Background: an optimization exercise with open tools, aiming at small area, a short achievable clock period and few clock cycles. Do not read the settings as production practice. At most, simulation tests tie the RTL to the original design; equivalence was not proved. Power figures rest on the tool's default switching activity, not on a simulated workload.

run a:
==> flow/design.v (excerpt) <==
module matrix_saddle_point_count #(
  parameter int MAX_ROWS = 16,
  parameter int MAX_COLS = 16
) (
  input  logic                              clk_i,
  input  logic                              rst_ni,
  input  logic                              elem_valid_i,
  output logic                              elem_ready_o,
  input  logic signed [msp_pkg::DATA_W-1:0] elem_value_i,
  output logic                              count_valid_o,
  input  logic                              count_ready_i,
  output logic [msp_pkg::COUNT_W-1:0]       count_o,
  input  logic                              cfg_we_i,
  input  logic [msp_pkg::CFG_IDX_W-1:0]     cfg_idx_i,
  input  logic [msp_pkg::CFG_W-1:0]         cfg_data_i
);
  localparam int DW = msp_pkg::DATA_W;
  typedef logic signed [DW-1:0] data_t;
  logic [3:0] rows_m1, cols_m1;    
  logic [3:0] ring_m1_q;           
  logic [3:0] ring_m1_d;
  function automatic logic [3:0] eff_m1(input logic [4:0] v);
    logic [4:0] t;
    t = v - 5'd1;
    if (v == 5'd0)       eff_m1 = 4'd0;
    else if (v > 5'd16)  eff_m1 = 4'd15;
    else                 eff_m1 = t[3:0];
  endfunction
  assign ring_m1_d = (cols_m1 == 4'd0) ? 4'd1 : cols_m1;
  function automatic logic [3:0] inc_ring(input logic [3:0] v, input logic [3:0] m1);
    inc_ring = (v == m1) ? 4'd0 : v + 4'd1;
  endfunction
  logic       ready_q;
  logic       ld_first_q;       
  logic [3:0] ld_col_q;         
  logic [3:0] ld_row_q;         
  logic       ld_lastcol_q;     
  logic       ld_lastrow_q;     
  logic [3:0] ring_col_q;       
  logic       acc;
  data_t      x_q;
  logic       x_v_q, x_row0_q, x_last_q;
  logic       count_valid_q;
  logic [1:0] count_q;
  assign acc = elem_valid_i & ready_q;
  data_t h_min_q, h_max_q;
  data_t t_min_q, t_max_q;
  data_t s7_min_q [7];
  data_t s7_max_q [7];
  data_t s4_min_q [4];
  data_t s4_max_q [4];
  data_t s2_min_q [2];
  data_t s2_max_q [2];
  data_t s1_min_q, s1_max_q;
  data_t m7_min, m7_max, m4_min, m4_max, m2_min, m2_max, m1_min, m1_max;
  logic  use7_q, use4_q, use2_q, use1_q;
  logic  use7, use4, use2, use1;
  logic [3:0] seg_len;    
  logic [2:0] seg_rem;
  ...
Size: roughly 1200 flip-flops.
clock: 8.0 ns
lec_check: 0
abc_clock_period_in_ps: 2500
cap_margin: 20
core_margin: 2
core_utilization: 65
cts_buf_list: sky130_fd_sc_hd__clkbuf_4 sky130_fd_sc_hd__clkbuf_8
place_density: 0.75
setup_slack_margin: 5.0
slew_margin: 20
synth_memory_max_bits: 16384
run.sh (not shown) runs the stock make flow with config.mk's settings and CLKGATE_MAP_FILE= SYNTH_SCRIPT=/design/flow/synth_recipe.tcl, a recipe that flattens the netlist after the stock synthesis.
#### Input delta (run b over run a)
- putting ABC_AREA at 1 where nothing was set
- clearing ABC_CLOCK_PERIOD_IN_PS, which used to be 2500
==> summary.txt <==
Run b: count of clock-buffer cells in the layout is 12 higher than what run a reported.
For run a, the main combinational cell family by area after synthesis was multiplexers, unlike run b, where it was simple AND/OR/NAND/NOR gates.
Of run b and run a, it is run b that has the higher multi-input combinational gate total.
Compared with run a, run b shows smallest setup slack after layout lower by 21 ps.
| via count of the first global-routing pass | lower: run a |
On die area, run b and run a are basically level.
The count of mapped cells out of synthesis in run b sits 23% above the value recorded for run a.
Re final critical-path required period: run a was lower than run b.
Run b vs. run a: proportion of power drawn by the clock network went up, total power now smaller.
Function was not checked in any run of this note: the RTL went through the layout flow alone.

== middle ==
matrix_saddle_point_count, a different RTL version from the one above (not shown whole).
Size: ~1,200 flip-flops, roughly 55 I/O pins, ~33,000 sq um of cells after synthesis.
==> flow/design.v (excerpt) <==
module matrix_saddle_point_count #(
  parameter int MAX_ROWS = 16,
  parameter int MAX_COLS = 16
) (
  input  logic                              clk_i,
  input  logic                              rst_ni,
  input  logic                              elem_valid_i,
  output logic                              elem_ready_o,
  input  logic signed [msp_pkg::DATA_W-1:0] elem_value_i,
  output logic                              count_valid_o,
  input  logic                              count_ready_i,
  output logic [msp_pkg::COUNT_W-1:0]       count_o,
  input  logic                              cfg_we_i,
  input  logic [msp_pkg::CFG_IDX_W-1:0]     cfg_idx_i,
  input  logic [msp_pkg::CFG_W-1:0]         cfg_data_i
);
Settings: LEC_CHECK=0, ABC_AREA=1, CAP_MARGIN=20, CORE_MARGIN=2, CORE_UTILIZATION=65, CTS_BUF_LIST=sky130_fd_sc_hd__clkbuf_4 sky130_fd_sc_hd__clkbuf_8, CTS_CLUSTER_DIAMETER=50, CTS_CLUSTER_SIZE=16, PLACE_DENSITY=0.75, SLEW_MARGIN=20, SYNTH_MEMORY_MAX_BITS=16384; clock period 8.0 ns.
standard.sh (not shown) runs the stock make flow with config.mk's settings and CLKGATE_MAP_FILE= SYNTH_SCRIPT=/design/flow/synth_recipe.tcl, a recipe that flattens the netlist after the stock synthesis.
==> flow/flow/run.sh <==
#!/bin/bash
# Standard layout, with timing repair aimed below the clock period: the repair steps
# work towards a setup slack of SETUP_SLACK_MARGIN ns at the design's clock period.
set -euo pipefail
bash standard.sh SETUP_SLACK_MARGIN=5.4 finish > standard_flow.log 2>&1
middle: all stages complete, timing, DRC and antenna checks passed
Testbench counts of middle, summed over its fixed seeds: cycles 13,850.
## Diff of input files: south against middle
Settings: putting SETUP_SLACK_MARGIN at 5.0 where nothing was set; swapping sky130_fd_sc_hd__clkbuf_4 sky130_fd_sc_hd__clkbuf_8 for sky130_fd_sc_hd__clkbuf_8 sky130_fd_sc_hd__clkbuf_16 in CTS_BUF_LIST; swapping 50 for 60 in CTS_CLUSTER_DIAMETER; swapping 16 for 20 in CTS_CLUSTER_SIZE.
==> flow/run.sh (new file) <==
#!/bin/bash
# synth_recipe.tcl (not shown) runs the flow's synth.tcl, then flattens the netlist and writes it again
# the make line also repeats each setting of config.mk as NAME=value (left out here)
make -C /OpenROAD-flow-scripts/flow DESIGN_CONFIG=/design/flow/config.mk WORK_HOME=/design/flow/orfs CLKGATE_MAP_FILE= SYNTH_SCRIPT=/design/flow/synth_recipe.tcl finish
removed: flow/flow/run.sh
removed: flow/standard.sh
Against middle as the reference, south delivers a lower relative contribution of combinational cells to total power.
Compared with middle, south shows a higher share of the cycle needed by the critical path after routing.
The count of clock-buffer cells in the layout number comes out lower for south vs middle.
Across both runs, met3 usage in global routing was lower for south than for middle.

Another version of the RTL of matrix_saddle_point_count (not shown whole).
Size: roughly 1,200 flip-flops, ~33,000 um2 of cells after synthesis.
export LEC_CHECK = 0
export ABC_AREA = 1
export CAP_MARGIN = 20
export CORE_MARGIN = 2
export CORE_UTILIZATION = 65
export CTS_BUF_LIST = sky130_fd_sc_hd__clkbuf_16
export CTS_CLUSTER_DIAMETER = 80
export CTS_CLUSTER_SIZE = 30
export PLACE_DENSITY = 0.75
export SLEW_MARGIN = 20
export SYNTH_MEMORY_MAX_BITS = 16384
export TNS_END_PERCENT = 10
create_clock -name core_clock -period 8.0 [get_ports {clk_i}]
==> flow/flow/run.sh <==
#!/bin/bash
# Standard layout (bash standard.sh), with settings passed to ORFS's make:
#  - SETUP_SLACK_MARGIN: timing repair aims for this much setup slack at the design's
#    clock period, i.e. for a shorter period than the design's;
#  - BUFFER_PORTS_ARGS: every input and output port still gets its buffer, as a buf_1
#    (the repair steps may resize it) instead of the default delay-cell buffer;
#  - SKIP_GATE_CLONING: timing repair does not clone gates.
set -euo pipefail
bash standard.sh SETUP_SLACK_MARGIN=5.3 "BUFFER_PORTS_ARGS=-buffer_cell sky130_fd_sc_hd__buf_1" SKIP_GATE_CLONING=1 finish > standard_flow.log 2>&1
Testbench counts at the start, summed over its fixed seeds: cycles 13,850.
Change:
==> flow/flow/run.sh (replaced) <==
#!/bin/bash
# Standard layout (bash standard.sh), with two settings passed to ORFS's make:
#  - SETUP_SLACK_MARGIN: timing repair aims for this much setup slack at the design's
#    clock period, i.e. for a shorter period than the design's;
#  - BUFFER_PORTS_ARGS: every input and output port still gets its buffer, as a buf_1
#    (the repair steps may resize it) instead of the default delay-cell buffer.
set -euo pipefail
bash standard.sh SETUP_SLACK_MARGIN=5.3 "BUFFER_PORTS_ARGS=-buffer_cell sky130_fd_sc_hd__buf_1" finish > standard_flow.log 2>&1
Settings changed: CTS_BUF_LIST sky130_fd_sc_hd__clkbuf_16 to sky130_fd_sc_hd__clkbuf_4 sky130_fd_sc_hd__clkbuf_8, CTS_CLUSTER_DIAMETER 80 to 50, CTS_CLUSTER_SIZE 30 to 16, TNS_END_PERCENT 10 to unset.
What happened: This time the run reached the layout checks and failed them: max-capacitance violations, max-slew violations. Critical path depth is unchanged. Power rose by 1.6%. Cell count rose by 2.3%. Synthesized area stays the same. Core utilization rose by 1.0 points. Routed wire length rose by 3.2%. Sequential power hardly moves. Setup slack gets worse by 0.073 ns. First-iteration DRC count fell by 3.3%.
Change:
Settings changed: TNS_END_PERCENT set to 10.
- With this change the flow produced a clean layout
- clock-buffer cell count is unchanged
- wire length came out lower by 2.9%
- cell area came out lower by 1.1%
- hold slack is better by 0.0039 ns
- utilization came out lower by 0.76 points
- synthesized cell count is unchanged
- non-clock buffer count came out lower by 18
- worst setup slack is better by 0.0065 ns
- area after synthesis does not change
- clock skew stays flat
Change:
Settings changed: CTS_BUF_LIST sky130_fd_sc_hd__clkbuf_4 sky130_fd_sc_hd__clkbuf_8 to sky130_fd_sc_hd__clkbuf_16, CTS_CLUSTER_DIAMETER 50 to 80, CTS_CLUSTER_SIZE 16 to 30, TNS_END_PERCENT 10 to unset.
Result:
- The new run ran to the end with violations: max-capacitance violations, max-slew violations
- final cell count is lower by 0.95%
- setup slack gains 0.070 ns
- routed wire length is higher by 1.5%
- maximum frequency is higher by 2.5%
- non-clock buffer count is higher by 23
Change:
==> flow/flow/run.sh (replaced) <==
#!/bin/bash
# Standard layout (bash standard.sh), with settings passed to ORFS's make:
#  - SETUP_SLACK_MARGIN: timing repair aims for this much setup slack at the design's
#    clock period, i.e. for a shorter period than the design's;
#  - BUFFER_PORTS_ARGS: every input and output port still gets its buffer, as a buf_1
#    (the repair steps may resize it) instead of the default delay-cell buffer;
#  - SKIP_GATE_CLONING: timing repair does not clone gates.
set -euo pipefail
bash standard.sh SETUP_SLACK_MARGIN=5.45 "BUFFER_PORTS_ARGS=-buffer_cell sky130_fd_sc_hd__buf_1" SKIP_GATE_CLONING=1 finish > standard_flow.log 2>&1
Settings changed: TNS_END_PERCENT set to 10.
This time the run finished with timing, DRC and antenna clean. Core utilization is about the same. Wire length went down by about 1.5%. Worst setup slack gets worse by 0.021 ns. Worst hold slack barely changes. Via count increases by about 1.5%.
Change:
--- a/flow/flow/run.sh
+++ b/flow/flow/run.sh
@@ -8,2 +8,2 @@
 set -euo pipefail
-bash standard.sh SETUP_SLACK_MARGIN=5.45 "BUFFER_PORTS_ARGS=-buffer_cell sky130_fd_sc_hd__buf_1" SKIP_GATE_CLONING=1 finish > standard_flow.log 2>&1
+bash standard.sh SETUP_SLACK_MARGIN=5.3 "BUFFER_PORTS_ARGS=-buffer_cell sky130_fd_sc_hd__buf_1" SKIP_GATE_CLONING=1 finish > standard_flow.log 2>&1
Settings changed: CORE_UTILIZATION 65 to 55, PLACE_DENSITY 0.75 to 0.65.
Effect: First-iteration DRC count came out lower by 14%. Utilization came out lower by 12 points. Cell count came out higher by 3.0%.

Setup of v2:
matrix_saddle_point_count, a different RTL version from the one above (not shown whole).
For scale: about 1,200 flip-flops, ~33,000 sq um of cells after synthesis.
clock: 8.0 ns
lec_check: 0
abc_area: 1
cap_margin: 20
core_margin: 2
core_utilization: 65
cts_buf_list: sky130_fd_sc_hd__clkbuf_4 sky130_fd_sc_hd__clkbuf_8
cts_cluster_diameter: 45
cts_cluster_size: 22
place_density: 0.75
slew_margin: 20
synth_memory_max_bits: 16384
==> flow/flow/run.sh <==
#!/bin/bash
# Standard layout (bash standard.sh), with two settings passed to ORFS's make:
#  - SETUP_SLACK_MARGIN: timing repair aims for this much setup slack at the design's
#    clock period, i.e. for a shorter period than the design's;
#  - BUFFER_PORTS_ARGS: every input and output port still gets its buffer, as a buf_1
#    (the repair steps may resize it) instead of the default delay-cell buffer.
set -euo pipefail
bash standard.sh SETUP_SLACK_MARGIN=5.3 "BUFFER_PORTS_ARGS=-buffer_cell sky130_fd_sc_hd__buf_1" finish > standard_flow.log 2>&1
v2 reached the end of the flow, and the finished layout is clean on the timing, design-rule and antenna checks.
diff inputs: v2 => v47
- CTS_CLUSTER_SIZE changed from 22 to 16
- CTS_CLUSTER_DIAMETER changed from 45 to 50
==> flow/flow/run.sh <==
#!/bin/bash
# Standard layout, with timing repair aimed below the clock period: the repair steps
# work towards a setup slack of SETUP_SLACK_MARGIN ns at the design's clock period.
set -euo pipefail
bash standard.sh SETUP_SLACK_MARGIN=5.7 finish > standard_flow.log 2>&1
==> summary.txt <==
Relative to v2, area overhead of the layout relative to synthesis has increased by 8.6 points in v47. Against v2, v47 reports a combinational fraction of design power that is higher. v2 → v47: clock network power share moved down; power share of the sequential group moved down; final area moved up. Re data arrival time of the critical path: v2 was higher than v47. Count of clock-buffer cells in the layout, v2 and v47, lower one = v2. Of v47 and v2, it is v47 that has the lower global placer's final weighted congestion. Looking at via density per instance, v47 sits 4.2% higher than v2 does. Relative to v2, the via count measured on v47 has increased by a few percent.
The following lists how v20 was set up differently from v47:
==> flow/flow/run.sh <==
#!/bin/bash
# Standard layout (bash standard.sh), with two settings passed to ORFS's make:
#  - SETUP_SLACK_MARGIN: timing repair aims for this much setup slack at the design's
#    clock period, i.e. for a shorter period than the design's;
#  - BUFFER_PORTS_ARGS: every input and output port still gets its buffer, as a buf_1
#    (the repair steps may resize it) instead of the default delay-cell buffer.
set -euo pipefail
bash standard.sh SETUP_SLACK_MARGIN=5.3 "BUFFER_PORTS_ARGS=-buffer_cell sky130_fd_sc_hd__buf_1" finish > standard_flow.log 2>&1
==> comparison <==
v20 ends up with a non-filler instance count after layout that is about 3.2% lower than in v47. The minimum setup slack among reg-to-reg paths of v20 falls short of that of v47 by 0.14 ns. v20 vs v47, worst setup path endpoint: count_o[1] vs count_o[0]. v47 → v20: sequential fraction of design power went up, antenna diode count moved down, layout clock buffer count down 1. v20 -> v47: post-synthesis instance area delta 0, exact match.
No run of this note included a check of the RTL's function; only the layout flow was run.

matrix_saddle_point_count, a different RTL version from the one above (not shown whole).
Size in the first run: roughly 2300 cells after synthesis, about 1200 flip-flops, ~55 I/O pins, roughly 0.034 mm^2 of cells after synthesis.
make LEC_CHECK=0 CAP_MARGIN=20 CORE_MARGIN=2 CORE_UTILIZATION=50 PLACE_DENSITY=0.6 SLEW_MARGIN=20 SYNTH_MEMORY_MAX_BITS=16384 finish   # period 8.0 ns
run.sh (not shown) runs the stock make flow with config.mk's settings and CLKGATE_MAP_FILE= SYNTH_SCRIPT=/design/flow/synth_recipe.tcl, a recipe that flattens the netlist after the stock synthesis.
Stock flow here: none of the scripts above is used.
Next try:
- ABC_CLOCK_PERIOD_IN_PS: default -> 3000
- SETUP_SLACK_MARGIN: default -> 5.0
Outcome: Via count is higher by 2.8%. Final area is higher by about 4%. Clock-buffer cell count is higher by 1. Critical path depth is higher by 1. Setup slack is better by 0.67 ns. Total power is higher by about 2.5%. Cell count is higher by about 1.7%. Die area does not change. Sequential share of layout area is lower by 2.2 points.
No functional check of the RTL was part of any run of this note.

matrix_saddle_point_count, a different RTL version from the one above (not shown whole).
For scale: roughly 2800 cells after synthesis, roughly 1200 flip-flops, about 32000 um^2 of cells after synthesis.
export LEC_CHECK = 0
export ABC_AREA = 1
export CAP_MARGIN = 20
export CORE_MARGIN = 2
export CORE_UTILIZATION = 65
export CTS_BUF_LIST = sky130_fd_sc_hd__clkbuf_4 sky130_fd_sc_hd__clkbuf_8
export CTS_CLUSTER_DIAMETER = 50
export CTS_CLUSTER_SIZE = 16
export PLACE_DENSITY = 0.75
export SLEW_MARGIN = 20
export SYNTH_MEMORY_MAX_BITS = 16384
create_clock -name core_clock -period 8.0 [get_ports {clk_i}]
standard.sh (not shown) runs the stock make flow with config.mk's settings and CLKGATE_MAP_FILE= SYNTH_SCRIPT=/design/flow/synth_recipe.tcl, a recipe that flattens the netlist after the stock synthesis.
==> flow/flow/run.sh <==
#!/bin/bash
# Standard layout, with timing repair aimed below the clock period: the repair steps
# work towards a setup slack of SETUP_SLACK_MARGIN ns at the design's clock period.
set -euo pipefail
bash standard.sh SETUP_SLACK_MARGIN=5.3 RECOVER_POWER=100 finish > standard_flow.log 2>&1
The first run reached the layout checks and failed them: max-capacitance violations, max-slew violations.
Rerun with:
--- a/flow/flow/run.sh
+++ b/flow/flow/run.sh
@@ -4,2 +4,2 @@
 set -euo pipefail
-bash standard.sh SETUP_SLACK_MARGIN=5.3 RECOVER_POWER=100 finish > standard_flow.log 2>&1
+bash standard.sh SETUP_SLACK_MARGIN=5.3 finish > standard_flow.log 2>&1
This time the run completed without violations; clock power hardly moves; first-iteration DRC count falls slightly; register-to-register slack gets better by 2.4 ns; setup slack gets better by 2.3 ns; via count is about the same; sequential share of layout area falls by 0.63 points; non-clock buffer count stays the same; count of clock-buffer cells in the layout stays the same; routed wire length is about the same; design area rises slightly.
No run of this note included a check of the RTL's function; only the layout flow was run.

## port drivers added, routing unchanged
The results above use ideal ports. As a check the final layouts listed here were re-extracted and re-timed, cells and wires unchanged.
Step 1, drivers: a clkbuf_16 drives clk_i and a buf_2 each remaining input, both assumed.
Step 2 moves the port delays by t, midway between the first and last clock arrival at a register: inputs arrive t later, outputs are due t later. That takes back most of the time a late clock gives input paths.
Three values: no drivers, after step 1, after step 2; two values: the first two.
| run | t (ns) | slack for setup (ns) | slew at the worst register clock pin (ns) | worst slew at a driven data input, ns |
|---|---|---|---|---|
| run a | 0.837 | 4.962 / 4.917 / 4.238 | 0.07 / 0.07 | 0.04 |
| run b | 0.849 | 4.942 / 4.887 / 4.347 | 0.07 / 0.07 | 0.05 |
| middle | 0.748 | 5.167 / 5.114 / 4.797 | 0.10 / 0.10 | 0.05 |
| south | 0.669 | 5.129 / 5.068 / 4.538 | 0.08 / 0.08 | 0.04 |
| the first run of note 3 | 0.667 | 5.174 / 5.116 / 4.994 | 0.11 / 0.11 | 0.05 |
| the second run of note 3 | 0.739 | 5.101 / 5.048 / 4.988 | 0.11 / 0.11 | 0.05 |
| the third run of note 3 | 0.736 | 5.108 / 5.054 / 4.989 | 0.11 / 0.11 | 0.05 |
| the fourth run of note 3 | 0.669 | 5.178 / 5.120 / 4.998 | 0.11 / 0.11 | 0.06 |
| the fifth run of note 3 | 0.667 | 5.156 / 5.098 / 4.856 | 0.12 / 0.12 | 0.05 |
| the sixth run of note 3 | 0.677 | 5.095 / 5.033 / 4.946 | 0.11 / 0.11 | 0.07 |
| v2 | 0.758 | 5.082 / 5.025 / 5.029 | 0.12 / 0.12 | 0.04 |
| v47 | 0.767 | 5.127 / 5.067 / 5.057 | 0.11 / 0.11 | 0.04 |
| v20 | 0.754 | 5.101 / 5.043 / 5.031 | 0.11 / 0.11 | 0.04 |
| the first run of note 5 | 0.712 | 4.092 / 4.092 / 4.009 | 0.06 / 0.06 | 0.04 |
| the second run of note 5 | 0.704 | 4.763 / 4.763 / 4.435 | 0.07 / 0.07 | 0.04 |
| the first run of note 6 | 0.742 | 2.824 / 2.824 / 2.824 | 0.10 / 0.10 | 0.04 |
| the second run of note 6 | 0.746 | 5.150 / 5.096 / 4.761 | 0.10 / 0.10 | 0.04 |
The setup slack of run a, which loses most, moves by -0.045 ns with the drivers and by -0.724 ns with both steps.
